What follows belongs to an exercise in optimizing a design on an open flow for small area and a short achievable clock period; a production flow would make more cautious choices. No activity file was given, so power comes from the tool's default toggle rates.

== build 97 ==
## bus_slave
module bus_slave (
    input  logic CLK,
    input  logic RSTN,
    input  logic B_UTIL,
    input  logic B_RW,
    input  logic B_BUS_IN,
    output logic S_ACK,
    output logic S_BUS_OUT,
    output logic S_BSY
);
    typedef enum logic [2:0] {
        ST_IDLE,
        ST_ADDR,
        ST_AACK,
        ST_WDATA,
        ST_WACK,
        ST_RDATA
    } state_t;
    state_t      state, state_d;
    logic [3:0]  cnt, cnt_d;
    logic        bsy_d, ack_d, bus_out_d;
    logic [7:0]  addr;       
    logic        ok, ok_d;   
    logic        rw;
    logic [7:0]  wd;         
    logic [7:0]  rd;         
    logic [2047:0] ring;     
    logic [7:0]    ph;       
    logic [7:0]    rp;       
    logic [7:0]    wq;       
    logic          wpend;    
    logic          mem_we;
    logic [3:0]    rlo;      
    logic [7:0]    rhi;      
    logic          rcap;     
    logic          rhit;     
    logic          wins;     
    logic [3:0]    wport;
    wire sel_bit = (cnt == 4'd12);
    always_comb begin
        state_d   = state;
        cnt_d     = cnt;
        ok_d      = ok;
        bus_out_d = 1'b0;
        mem_we    = 1'b0;
        case (state)
            ST_IDLE: begin
                if (B_UTIL) begin
                    cnt_d   = 4'd1;
                    state_d = ST_ADDR;
                end
            end
            ST_ADDR: begin
                if (!B_UTIL) begin
                    cnt_d   = '0;
                    state_d = ST_IDLE;
                end else begin
                    ok_d = (ok || (cnt == 4'd8)) && (B_BUS_IN == sel_bit);
                    if (cnt == 4'd15) begin
                        cnt_d   = '0;
                        state_d = ST_AACK;
                    end else begin
                        cnt_d = cnt + 4'd1;
                    end
                end
            end
            ST_AACK: begin
                if (cnt == 4'd3) begin
                    cnt_d = '0;
                    if (!ok) begin
                        state_d = ST_IDLE;
  ...
Settings: LEC_CHECK=0, CAP_MARGIN=20, CORE_MARGIN=2, CORE_UTILIZATION=75, CTS_BUF_LIST=sky130_fd_sc_hd__clkbuf_8, CTS_CLUSTER_DIAMETER=60, CTS_CLUSTER_SIZE=16, SETUP_SLACK_MARGIN=2.0, SLEW_MARGIN=20; clock period 4.0 ns.
run.sh (not shown) runs the stock make flow with config.mk's settings and CLKGATE_MAP_FILE= SYNTH_SCRIPT=/design/flow/synth_recipe.tcl, a recipe that flattens the netlist after the stock synthesis.
What build 88 does differently from build 97 at the input level:
--- a/flow/config.mk
+++ b/flow/config.mk
@@ -14 +13,0 @@
-export SETUP_SLACK_MARGIN = 2.0
Results
- No stage failed in build 88, and the final checks on the layout all came back clean.
- Routed wire length improves in build 88 relative to build 97.
- Comparing build 88 and build 97, the lower fraction of final layout cells with drive strength greater than 1 was measured on build 88.
- Count of cells resized by post-cts repair: build 88 and build 97 compared, higher one is build 97
- Build 88 packs its core more loosely than build 97.
- Looking only at clock network fraction of design power, and setting everything else aside, the higher value of build 88 and build 97 goes to build 88.
- From build 88 to build 97, final sum of negative setup slack did not move at all.
Edits applied to the flow inputs when going from build 88 to build 26:
--- a/flow/config.mk
+++ b/flow/config.mk
@@ -11,3 +11 @@
-export CTS_BUF_LIST = sky130_fd_sc_hd__clkbuf_8
-export CTS_CLUSTER_DIAMETER = 60
-export CTS_CLUSTER_SIZE = 16
+export SETUP_SLACK_MARGIN = 2.0
Results
- Build 26 | status: complete | timing, DRC, antenna: pass
- Build 88 finished end to end and its layout was clean on timing, DRC and antenna.
- Delta(total power after layout, build 26 - build 88) > 0
- What build 88 reported for number of non-clock buffers has to be multiplied by 4.0 to get the figure for build 26.
- NOTE detailed-route wire length per cell build 88->build 26 increased by more than half
- Looking at fraction of power consumed by sequential logic, build 26 sits 15 points below build 88.
- Taking build 88 over build 26, the number of filler instances in the final layout ratio works out to 1.6.
- [compare] base=build 88 new=build 26: sequential cell count has remained practically unchanged; area added between synthesis and finish went up; fmax +12%; worst-case reg-to-reg path depth higher; non-clock buffer contribution to total cell area rose 1.3 points.
- In the route summary, build 26 ends up with a via count exceeding that of build 88.
### build 26 -> build 66
--- a/flow/config.mk
+++ b/flow/config.mk
@@ -11 +11,4 @@
-export SETUP_SLACK_MARGIN = 2.0
+export CTS_BUF_LIST = sky130_fd_sc_hd__clkbuf_8
+export CTS_CLUSTER_DIAMETER = 45
+export CTS_CLUSTER_SIZE = 18
+export SETUP_SLACK_MARGIN = 1.0
==> results.txt <==
- From build 26 to build 66 the numbers moved as follows: max-cap violation count did not really move, area of the multi-input gates went down, ratio of final minimum period to clock period went up.
- Slew at the pin closest to its max-slew limit for build 66: 0.088 ns up relative to build 26
- On required time at the endpoint of the critical path, build 66 tracks build 26 almost exactly.
- Looking only at number of buffers inserted during clock tree synthesis, and setting everything else aside, the higher value of build 26 and build 66 goes to build 26.
- Going from build 26 to build 66, highest achievable clock rate shrinks by about 10%.
- Diff build 66..build 26 | number of distinct library cells after synthesis | unchanged
Function was not checked in any run of this note: the RTL went through the layout flow alone.

port drivers added, routing unchanged:
The results above use ideal ports. As a check the final layouts listed here were re-extracted and re-timed, cells and wires unchanged. Step 1: set_driving_cell puts a clkbuf_16 on CLK and a buf_2 on each other input, an assumption about the parent block. Step 2 adds t to the input delays and takes it off the output delays; t is the mean of the earliest and latest rising clock arrival at the registers after step 1. Input paths then give back, and output paths get back, about the clock's delay inside the block. Slacks: ideal ports / drivers / drivers and shift; pairs: ideal ports / drivers.
run	shift t [ns]	setup WS [ns]	cell pins on the clock port's net
build 97	0.852	1.873 / 1.807 / 1.478	1
build 88	0.843	1.509 / 1.475 / 1.441	1
build 26	0.847	1.777 / 1.777 / 1.247	1
build 66	0.839	1.518 / 1.495 / 1.403	1
After both steps every run listed still meets setup and hold. The setup slack of build 26, which loses most, moves by 0.000 ns with the drivers and by -0.530 ns with both steps.
